This design comes from an exercise in tuning for small area on the open sky130 flow, not from production work.
At most, simulation tests tie the RTL to the original design; equivalence was not proved.
Power and IR drop assume default switching activity. No driver is modelled on the clock port, so clocking that relies on it looks cheaper here than on a real chip.

== MS ==
==> flow/design.v <==
package qr_pkg;
  localparam int DATA_W            = 20;
  localparam int CORDIC_PIPE_STAGE = 8;
  localparam int NUM_LANES         = 4;
  localparam int SKEW_D            = CORDIC_PIPE_STAGE + 1;
  typedef logic signed [DATA_W-1:0] sample_t;
  typedef sample_t                  row_t [NUM_LANES];
  function automatic int lane_len(input int lane, input int lanes, input int step);
    lane_len = (lanes - 1 - lane) * step;
  endfunction
endpackage
module lane_delay #(
  parameter int LEN = 0,
  parameter int W   = 20
) (
  input  logic         clk,
  input  logic [W-1:0] data,
  output logic [W-1:0] delayed_data
);
  generate
    if (LEN == 0) begin : g_wire
      assign delayed_data = data;
    end else begin : g_sr
      logic [LEN*W-1:0] sr;
      if (LEN == 1) begin : g_one
        always_ff @(posedge clk) sr <= data;
      end else begin : g_many
        always_ff @(posedge clk) sr <= {sr[(LEN-1)*W-1:0], data};
      end
      assign delayed_data = sr[(LEN-1)*W +: W];
    end
  endgenerate
endmodule
module qr_out_deskew #(
  parameter int CORDIC_PIPE_STAGE = qr_pkg::CORDIC_PIPE_STAGE,
  parameter int DATA_W            = qr_pkg::DATA_W,
  parameter int NUM_LANES         = qr_pkg::NUM_LANES,
  parameter int ROWS              = 4,
  parameter int FIFO_DEPTH        = 8
) (
  input  logic              Clk,
  input  logic              Reset,
  input  logic [3:0]        InValid,
  input  logic [DATA_W-1:0] InData1,
  input  logic [DATA_W-1:0] InData2,
  input  logic [DATA_W-1:0] InData3,
  input  logic [DATA_W-1:0] InData4,
  output logic              OutValid,
  input  logic              OutReady,
  output logic [DATA_W-1:0] OutData1,
  output logic [DATA_W-1:0] OutData2,
  output logic [DATA_W-1:0] OutData3,
  output logic [DATA_W-1:0] OutData4,
  output logic              OutLast,
  output logic              SkewErr,
  output logic              Overflow
);
  localparam int D    = CORDIC_PIPE_STAGE + 1;
  localparam int AW   = (FIFO_DEPTH > 1) ? $clog2(FIFO_DEPTH) : 1;
  localparam int CW   = $clog2(FIFO_DEPTH + 1);
  localparam int RW   = (ROWS > 1) ? $clog2(ROWS) : 1;
  localparam int ROWW = NUM_LANES * DATA_W;
  logic [DATA_W-1:0] in1, in2, dly0, dly1, dly2;
  logic [DATA_W-1:0] mid1, mid2;
  lane_delay #(.LEN(qr_pkg::lane_len(0, NUM_LANES, D)), .W(DATA_W))
    u_lane0 (.clk(Clk), .data(InData1), .delayed_data(dly0));
  lane_delay #(.LEN(D), .W(DATA_W))
    u_lane1a (.clk(Clk), .data(in1), .delayed_data(mid1));
  lane_delay #(.LEN(qr_pkg::lane_len(1, NUM_LANES, D) - D), .W(DATA_W))
    u_lane1b (.clk(Clk), .data(mid1), .delayed_data(dly1));
  lane_delay #(.LEN(D), .W(DATA_W))
    u_lane2a (.clk(Clk), .data(in2), .delayed_data(mid2));
  assign dly2 = mid2;
  logic [D-1:0] v0, all1, all2;
  logic [3:0]   rst_age;
  logic         live;
  logic         a1, o1, a2, o2, all_valid, any_valid;
  assign live      = (rst_age == 4'(D));
  assign a1        = live & v0[D-1] & InValid[1];
  assign o1        = (live & v0[D-1]) | InValid[1];
  assign a2        = live & all1[D-1] & InValid[2];
  assign o2        = (live & (all1[D-1] | mid1[0])) | InValid[2];
  assign all_valid = live & all2[D-1] & InValid[3];
  assign any_valid = (live & (all2[D-1] | mid2[0])) | InValid[3];
  assign in1 = {InData2[DATA_W-1:1], a1 ? InData2[0] : o1};
  assign in2 = {InData3[DATA_W-1:1], a2 ? InData3[0] : o2};
  always_ff @(posedge Clk) begin
    v0   <= {v0[D-2:0],   InValid[0]};
    all1 <= {all1[D-2:0], a1};
    all2 <= {all2[D-2:0], a2};
  end
  always_ff @(posedge Clk) begin
    if (Reset)     rst_age <= '0;
    else if (!live) rst_age <= rst_age + 1'b1;
  end
  logic            cand_valid;
  logic [ROWW-1:0] cand_row;
  logic            skew_err;
  always_ff @(posedge Clk) begin
    if (Reset) begin
      cand_valid <= 1'b0;
      skew_err   <= 1'b0;
    end else begin
      cand_valid <= all_valid;
      skew_err   <= any_valid & ~all_valid;
    end
  end
  always_ff @(posedge Clk) cand_row <= {InData4, dly2, dly1, dly0};
  logic [ROWW-1:0] mem [FIFO_DEPTH];
  logic [AW:0]     wr_ptr;
  logic [AW:0]     rd_ptr;
  logic [RW-1:0]   row_cnt;
  logic            overflow;
  logic            full;
  logic            not_empty;
  logic            push;
  logic            pop;
  logic            drop;
  logic [ROWW-1:0] head;
  assign full      = (wr_ptr == (rd_ptr ^ {1'b1, {AW{1'b0}}}));
  assign not_empty = (wr_ptr != rd_ptr);
  assign pop       = not_empty & OutReady;
  assign push      = cand_valid & (~full | pop);
  assign drop      = cand_valid & full & ~pop;
  always_ff @(posedge Clk) begin
    if (push) mem[wr_ptr[AW-1:0]] <= cand_row;
  end
  always_ff @(posedge Clk) begin
    if (Reset) begin
      wr_ptr   <= '0;
      rd_ptr   <= '0;
      row_cnt  <= '0;
      overflow <= 1'b0;
    end else begin
      if (push) wr_ptr <= wr_ptr + 1'b1;
      if (pop)  rd_ptr <= rd_ptr + 1'b1;
      if (pop) row_cnt <= (row_cnt == RW'(ROWS - 1)) ? '0 : row_cnt + 1'b1;
      if (drop) overflow <= 1'b1;
    end
  end
  logic [FIFO_DEPTH-1:0] rd_sel;
  always_comb begin
    head = '0;
    for (int i = 0; i < FIFO_DEPTH; i++) begin
      rd_sel[i] = (rd_ptr[AW-1:0] == AW'(i));
      head      = head | ({ROWW{rd_sel[i]}} & mem[i]);
    end
  end
  assign OutValid = not_empty;
  assign OutData1 = head[0*DATA_W +: DATA_W];
  assign OutData2 = head[1*DATA_W +: DATA_W];
  assign OutData3 = head[2*DATA_W +: DATA_W];
  assign OutData4 = head[3*DATA_W +: DATA_W];
  assign OutLast  = not_empty && (row_cnt == RW'(ROWS - 1));
  assign SkewErr  = skew_err;
  assign Overflow = overflow;
endmodule
Settings: LEC_CHECK=0, CAP_MARGIN=20, CORE_MARGIN=2, CORE_UTILIZATION=75, CTS_BUF_LIST=sky130_fd_sc_hd__clkbuf_16, CTS_CLUSTER_DIAMETER=100, CTS_CLUSTER_SIZE=30, SLEW_MARGIN=20; clock period 5.0 ns.
standard.sh (not shown) runs the stock make flow with config.mk's settings and CLKGATE_MAP_FILE= SYNTH_SCRIPT=/design/flow/synth_recipe.tcl, a recipe that flattens the netlist after the stock synthesis.
==> flow/flow/run.sh <==
#!/bin/bash
# Standard ORFS layout, with two changes:
#  - the port buffers are the smallest buffer cell (buf_1) instead of the
#    resizer's default choice;
#  - clock tree synthesis inserts no dummy loads.
# Every tool's output goes to standard.log in this folder.
set -euo pipefail
export BUFFER_PORTS_ARGS="-buffer_cell sky130_fd_sc_hd__buf_1"
export CTS_ARGS="-sink_clustering_enable -repair_clock_nets -buf_list sky130_fd_sc_hd__clkbuf_16 -sink_clustering_size 34 -sink_clustering_max_diameter 80 -dont_use_dummy_load"
bash standard.sh finish "BUFFER_PORTS_ARGS=$BUFFER_PORTS_ARGS" "CTS_ARGS=$CTS_ARGS" > standard.log 2>&1
diff inputs: MS => TR
--- a/flow/design.v
+++ b/flow/design.v
@@ -104,48 +104,55 @@
       cand_valid <= all_valid;
       skew_err   <= any_valid & ~all_valid;
     end
   end
   always_ff @(posedge Clk) cand_row <= {InData4, dly2, dly1, dly0};
   logic [ROWW-1:0] mem [FIFO_DEPTH];
-  logic [AW:0]     wr_ptr;
-  logic [AW:0]     rd_ptr;
+  logic [AW-1:0]   wr_ptr;
+  logic [AW-1:0]   rd_ptr;
+  logic [CW-1:0]   count;
   logic [RW-1:0]   row_cnt;
   logic            overflow;
   logic            full;
   logic            not_empty;
   logic            push;
   logic            pop;
   logic            drop;
   logic [ROWW-1:0] head;
-  assign full      = (wr_ptr == (rd_ptr ^ {1'b1, {AW{1'b0}}}));
-  assign not_empty = (wr_ptr != rd_ptr);
+  assign full      = (count == CW'(FIFO_DEPTH));
+  assign not_empty = (count != '0);
   assign pop       = not_empty & OutReady;
   assign push      = cand_valid & (~full | pop);
   assign drop      = cand_valid & full & ~pop;
   always_ff @(posedge Clk) begin
-    if (push) mem[wr_ptr[AW-1:0]] <= cand_row;
+    if (push) mem[wr_ptr] <= cand_row;
   end
   always_ff @(posedge Clk) begin
     if (Reset) begin
       wr_ptr   <= '0;
       rd_ptr   <= '0;
+      count    <= '0;
       row_cnt  <= '0;
       overflow <= 1'b0;
     end else begin
       if (push) wr_ptr <= wr_ptr + 1'b1;
       if (pop)  rd_ptr <= rd_ptr + 1'b1;
+      case ({push, pop})
+        2'b10:   count <= count + 1'b1;
+        2'b01:   count <= count - 1'b1;
+        default: count <= count;
+      endcase
       if (pop) row_cnt <= (row_cnt == RW'(ROWS - 1)) ? '0 : row_cnt + 1'b1;
       if (drop) overflow <= 1'b1;
     end
   end
   logic [FIFO_DEPTH-1:0] rd_sel;
   always_comb begin
     head = '0;
     for (int i = 0; i < FIFO_DEPTH; i++) begin
-      rd_sel[i] = (rd_ptr[AW-1:0] == AW'(i));
+      rd_sel[i] = (rd_ptr == AW'(i));
       head      = head | ({ROWW{rd_sel[i]}} & mem[i]);
     end
   end
   assign OutValid = not_empty;
   assign OutData1 = head[0*DATA_W +: DATA_W];
   assign OutData2 = head[1*DATA_W +: DATA_W];
Per the final summary, TR finished and its layout is clean on timing, DRC and antenna. MS: done, clean on timing, DRC and antenna. TR ended with more combinational fraction of design power than MS. Overall via count from detail_route went up by a few percent going from MS to TR. From MS to TR the numbers moved as follows: number of nets in the final layout now larger, wire length now larger, post-layout instance count excluding filler cells now larger, final area now larger. Status: number of flip-flops and latches parity (MS, TR). First-pass GRT wire length grows by more than 10% when moving from MS to TR. On share of final-layout standard cells stronger than drive strength 1, the higher figure sits with TR, not MS. The power share of the sequential group reported for TR is smaller than that of MS by 5.3 points. [TR vs MS] part of the power in the clock network: lower in TR.

---

the reference run:
qr_out_deskew, a different RTL version from the one above (not shown whole).
Size in the first run: about 2500 cells after synthesis, roughly 1900 flip-flops, roughly 170 I/O pins.
==> module qr_out_deskew, before the edit <==
module qr_out_deskew #(
  parameter int CORDIC_PIPE_STAGE = qr_pkg::CORDIC_PIPE_STAGE,
  parameter int DATA_W            = qr_pkg::DATA_W,
  parameter int NUM_LANES         = qr_pkg::NUM_LANES,
  parameter int ROWS              = 4,
  parameter int FIFO_DEPTH        = 8
) (
  input  logic              Clk,
  input  logic              Reset,
  input  logic [3:0]        InValid,
  input  logic [DATA_W-1:0] InData1,
  input  logic [DATA_W-1:0] InData2,
  input  logic [DATA_W-1:0] InData3,
  input  logic [DATA_W-1:0] InData4,
  output logic              OutValid,
  input  logic              OutReady,
  output logic [DATA_W-1:0] OutData1,
  output logic [DATA_W-1:0] OutData2,
  output logic [DATA_W-1:0] OutData3,
  output logic [DATA_W-1:0] OutData4,
  output logic              OutLast,
  output logic              SkewErr,
  output logic              Overflow
);
  localparam int D    = CORDIC_PIPE_STAGE + 1;
  localparam int AW   = (FIFO_DEPTH > 1) ? $clog2(FIFO_DEPTH) : 1;
  localparam int CW   = $clog2(FIFO_DEPTH + 1);
  localparam int RW   = (ROWS > 1) ? $clog2(ROWS) : 1;
  localparam int ROWW = NUM_LANES * DATA_W;
  logic [DATA_W-1:0] in1, in2, dly0, dly1, dly2;
  logic [DATA_W-1:0] mid1, mid2;
  lane_delay #(.LEN(qr_pkg::lane_len(0, NUM_LANES, D)), .W(DATA_W))
    u_lane0 (.clk(Clk), .data(InData1), .delayed_data(dly0));
  lane_delay #(.LEN(D), .W(DATA_W))
    u_lane1a (.clk(Clk), .data(in1), .delayed_data(mid1));
  lane_delay #(.LEN(qr_pkg::lane_len(1, NUM_LANES, D) - D), .W(DATA_W))
    u_lane1b (.clk(Clk), .data(mid1), .delayed_data(dly1));
  lane_delay #(.LEN(D), .W(DATA_W))
    u_lane2a (.clk(Clk), .data(in2), .delayed_data(mid2));
  assign dly2 = mid2;
  logic [D-1:0] v0, all1, all2;
  logic [3:0]   rst_age;
  logic         live;
  logic         a1, o1, a2, o2, all_valid, any_valid;
  assign live      = (rst_age == 4'(D));
  assign a1        = live & v0[D-1] & InValid[1];
  assign o1        = (live & v0[D-1]) | InValid[1];
  assign a2        = live & all1[D-1] & InValid[2];
  assign o2        = (live & (all1[D-1] | mid1[0])) | InValid[2];
  assign all_valid = live & all2[D-1] & InValid[3];
  assign any_valid = (live & (all2[D-1] | mid2[0])) | InValid[3];
  assign in1 = {InData2[DATA_W-1:1], a1 ? InData2[0] : o1};
  assign in2 = {InData3[DATA_W-1:1], a2 ? InData3[0] : o2};
  always_ff @(posedge Clk) begin
    v0   <= {v0[D-2:0],   InValid[0]};
    all1 <= {all1[D-2:0], a1};
    all2 <= {all2[D-2:0], a2};
  end
  always_ff @(posedge Clk) begin
    if (Reset)     rst_age <= '0;
    else if (!live) rst_age <= rst_age + 1'b1;
  end
  logic            cand_valid;
  logic [ROWW-1:0] cand_row;
  logic            skew_err;
  always_ff @(posedge Clk) begin
    if (Reset) begin
      cand_valid <= 1'b0;
      skew_err   <= 1'b0;
    end else begin
      cand_valid <= all_valid;
      skew_err   <= any_valid & ~all_valid;
    end
  end
  always_ff @(posedge Clk) cand_row <= {InData4, dly2, dly1, dly0};
  logic [ROWW-1:0] mem [FIFO_DEPTH];
  logic [AW:0]     wr_ptr;
  logic [AW:0]     rd_ptr;
  logic [RW-1:0]   row_cnt;
  logic            overflow;
  logic            full;
  logic            not_empty;
  logic            push;
  logic            pop;
  logic            drop;
  logic [ROWW-1:0] head;
  assign full      = (wr_ptr == (rd_ptr ^ {1'b1, {AW{1'b0}}}));
  assign not_empty = (wr_ptr != rd_ptr);
  assign pop       = not_empty & OutReady;
  assign push      = cand_valid & (~full | pop);
  assign drop      = cand_valid & full & ~pop;
  always_ff @(posedge Clk) begin
    if (push) mem[wr_ptr[AW-1:0]] <= cand_row;
  end
  always_ff @(posedge Clk) begin
    if (Reset) begin
      wr_ptr   <= '0;
      rd_ptr   <= '0;
      row_cnt  <= '0;
      overflow <= 1'b0;
    end else begin
      if (push) wr_ptr <= wr_ptr + 1'b1;
      if (pop)  rd_ptr <= rd_ptr + 1'b1;
      if (pop) row_cnt <= (row_cnt == RW'(ROWS - 1)) ? '0 : row_cnt + 1'b1;
      if (drop) overflow <= 1'b1;
    end
  end
  logic [FIFO_DEPTH-1:0] rd_sel;
  always_ff @(posedge Clk) begin
    if (Reset)    rd_sel <= FIFO_DEPTH'(1);
    else if (pop) rd_sel <= {rd_sel[FIFO_DEPTH-2:0], rd_sel[FIFO_DEPTH-1]};
  end
  always_comb begin
    head = '0;
    for (int i = 0; i < FIFO_DEPTH; i++) head = head | ({ROWW{rd_sel[i]}} & mem[i]);
  end
  assign OutValid = not_empty;
  assign OutData1 = head[0*DATA_W +: DATA_W];
  assign OutData2 = head[1*DATA_W +: DATA_W];
  assign OutData3 = head[2*DATA_W +: DATA_W];
  assign OutData4 = head[3*DATA_W +: DATA_W];
  assign OutLast  = not_empty && (row_cnt == RW'(ROWS - 1));
  assign SkewErr  = skew_err;
  assign Overflow = overflow;
endmodule
==> flow/config.mk <==
export PLATFORM = sky130hd
export DESIGN_NAME = qr_out_deskew
export DESIGN_NICKNAME = qr_out_deskew
export VERILOG_FILES = /design/flow/design.v
export SDC_FILE = /design/flow/constraint.sdc
export NUM_CORES = 4
export LEC_CHECK = 0
export CAP_MARGIN = 20
export CORE_MARGIN = 2
export CORE_UTILIZATION = 75
export SLEW_MARGIN = 20
==> flow/constraint.sdc <==
create_clock -name core_clock -period 5.0 [get_ports {Clk}]
set_input_delay 1.0000 -clock core_clock [delete_from_list [all_inputs] [get_ports {Clk}]]
set_output_delay 1.0000 -clock core_clock [all_outputs]
set_load 0.01 [all_outputs]
Scripts as last shown in full above: flow/flow/run.sh
diff inputs: the reference run => the trial run
-- flow/design.v --
<<< the reference run, line 108
  always_ff @(posedge Clk) cand_row <= {InData4, dly2, dly1, dly0};
  logic [ROWW-1:0] mem [FIFO_DEPTH];
  logic [AW:0]     wr_ptr;
  logic [AW:0]     rd_ptr;
  logic [RW-1:0]   row_cnt;
  logic            overflow;
>>> the trial run, line 108
  always_ff @(posedge Clk) cand_row <= {InData4, dly2, dly1, dly0};
  logic [ROWW-1:0] mem [FIFO_DEPTH];
  logic [AW-1:0]   wr_ptr;
  logic [CW-1:0]   count;
  logic [RW-1:0]   row_cnt;
  logic            overflow;
<<< the reference run, line 118
  logic            drop;
  logic [ROWW-1:0] head;
  assign full      = (wr_ptr == (rd_ptr ^ {1'b1, {AW{1'b0}}}));
  assign not_empty = (wr_ptr != rd_ptr);
  assign pop       = not_empty & OutReady;
  assign push      = cand_valid & (~full | pop);
  assign drop      = cand_valid & full & ~pop;
  always_ff @(posedge Clk) begin
    if (push) mem[wr_ptr[AW-1:0]] <= cand_row;
  end
  always_ff @(posedge Clk) begin
    if (Reset) begin
      wr_ptr   <= '0;
      rd_ptr   <= '0;
      row_cnt  <= '0;
      overflow <= 1'b0;
    end else begin
      if (push) wr_ptr <= wr_ptr + 1'b1;
      if (pop)  rd_ptr <= rd_ptr + 1'b1;
      if (pop) row_cnt <= (row_cnt == RW'(ROWS - 1)) ? '0 : row_cnt + 1'b1;
      if (drop) overflow <= 1'b1;
>>> the trial run, line 118
  logic            drop;
  logic [ROWW-1:0] head;
  assign full      = (count == CW'(FIFO_DEPTH));
  assign not_empty = (count != '0);
  assign pop       = not_empty & OutReady;
  assign push      = cand_valid & (~full | pop);
  assign drop      = cand_valid & full & ~pop;
  always_ff @(posedge Clk) begin
    if (push) mem[wr_ptr] <= cand_row;
  end
  always_ff @(posedge Clk) begin
    if (Reset) begin
      wr_ptr   <= '0;
      count    <= '0;
      row_cnt  <= '0;
      overflow <= 1'b0;
    end else begin
      if (push) wr_ptr <= wr_ptr + 1'b1;
      case ({push, pop})
        2'b10:   count <= count + 1'b1;
        2'b01:   count <= count - 1'b1;
        default: count <= count;
      endcase
      if (pop) row_cnt <= (row_cnt == RW'(ROWS - 1)) ? '0 : row_cnt + 1'b1;
      if (drop) overflow <= 1'b1;
### Flow results
Horizontal die dimension delta (the trial run -> the reference run): insignificant
Delta (the trial run minus the reference run): count of sequential standard cells essentially unchanged; share of total power in sequential cells went down; initial standard-cell utilization of the core saw little to no change.
The reference run and the trial run ended up with nearly the same total placed cells including tap cells.
Of the two values seen for capturing element of the worst setup path, OutData1[7] was produced by the reference run and OutData4[0] by the trial run.
In terms of number of global-route vias before repair, the trial run and the reference run differ only marginally.
Of the reference run and the trial run, the reference run shows the lower portion of total power attributed to combinational logic, with the trial run above it.
Lower overall power after layout was reported by the reference run, not the trial run.
For the reference run, only the layout was checked, not whether the RTL still works.

==> static timing again, ports no longer ideal <==
The results above use ideal ports. As a check the final layouts listed here were re-extracted and re-timed, cells and wires unchanged.
Step 1: set_driving_cell puts a clkbuf_16 on Clk and a buf_2 on each other input, an assumption about the parent block.
Step 2 adds t to the input delays and takes it off the output delays; t is the mean of the earliest and latest rising clock arrival at the registers after step 1. Input paths then give back, and output paths get back, about the clock's delay inside the block.
a / b / c = no drivers / after step 1 / after step 2; a / b = the first two.
| run | t, ns | slack for setup (ns) | slew at the worst register clock pin (ns) | worst slew at a driven data input, ns |
|---|---|---|---|---|
| MS | 0.710 | 0.653 / 0.590 / 1.299 | 0.12 / 0.12 | 0.04 |
| TR | 0.715 | 0.506 / 0.442 / 1.157 | 0.12 / 0.12 | 0.04 |
| the reference run | 0.728 | 1.128 / 1.063 / 1.088 | 0.13 / 0.13 | 0.06 |
| the trial run | 0.712 | 1.278 / 1.214 / 1.750 | 0.12 / 0.12 | 0.04 |
After both steps setup and hold are still met in every run listed. The setup slack of the reference run, which loses most, moves by -0.065 ns with the drivers and by -0.040 ns with both steps.
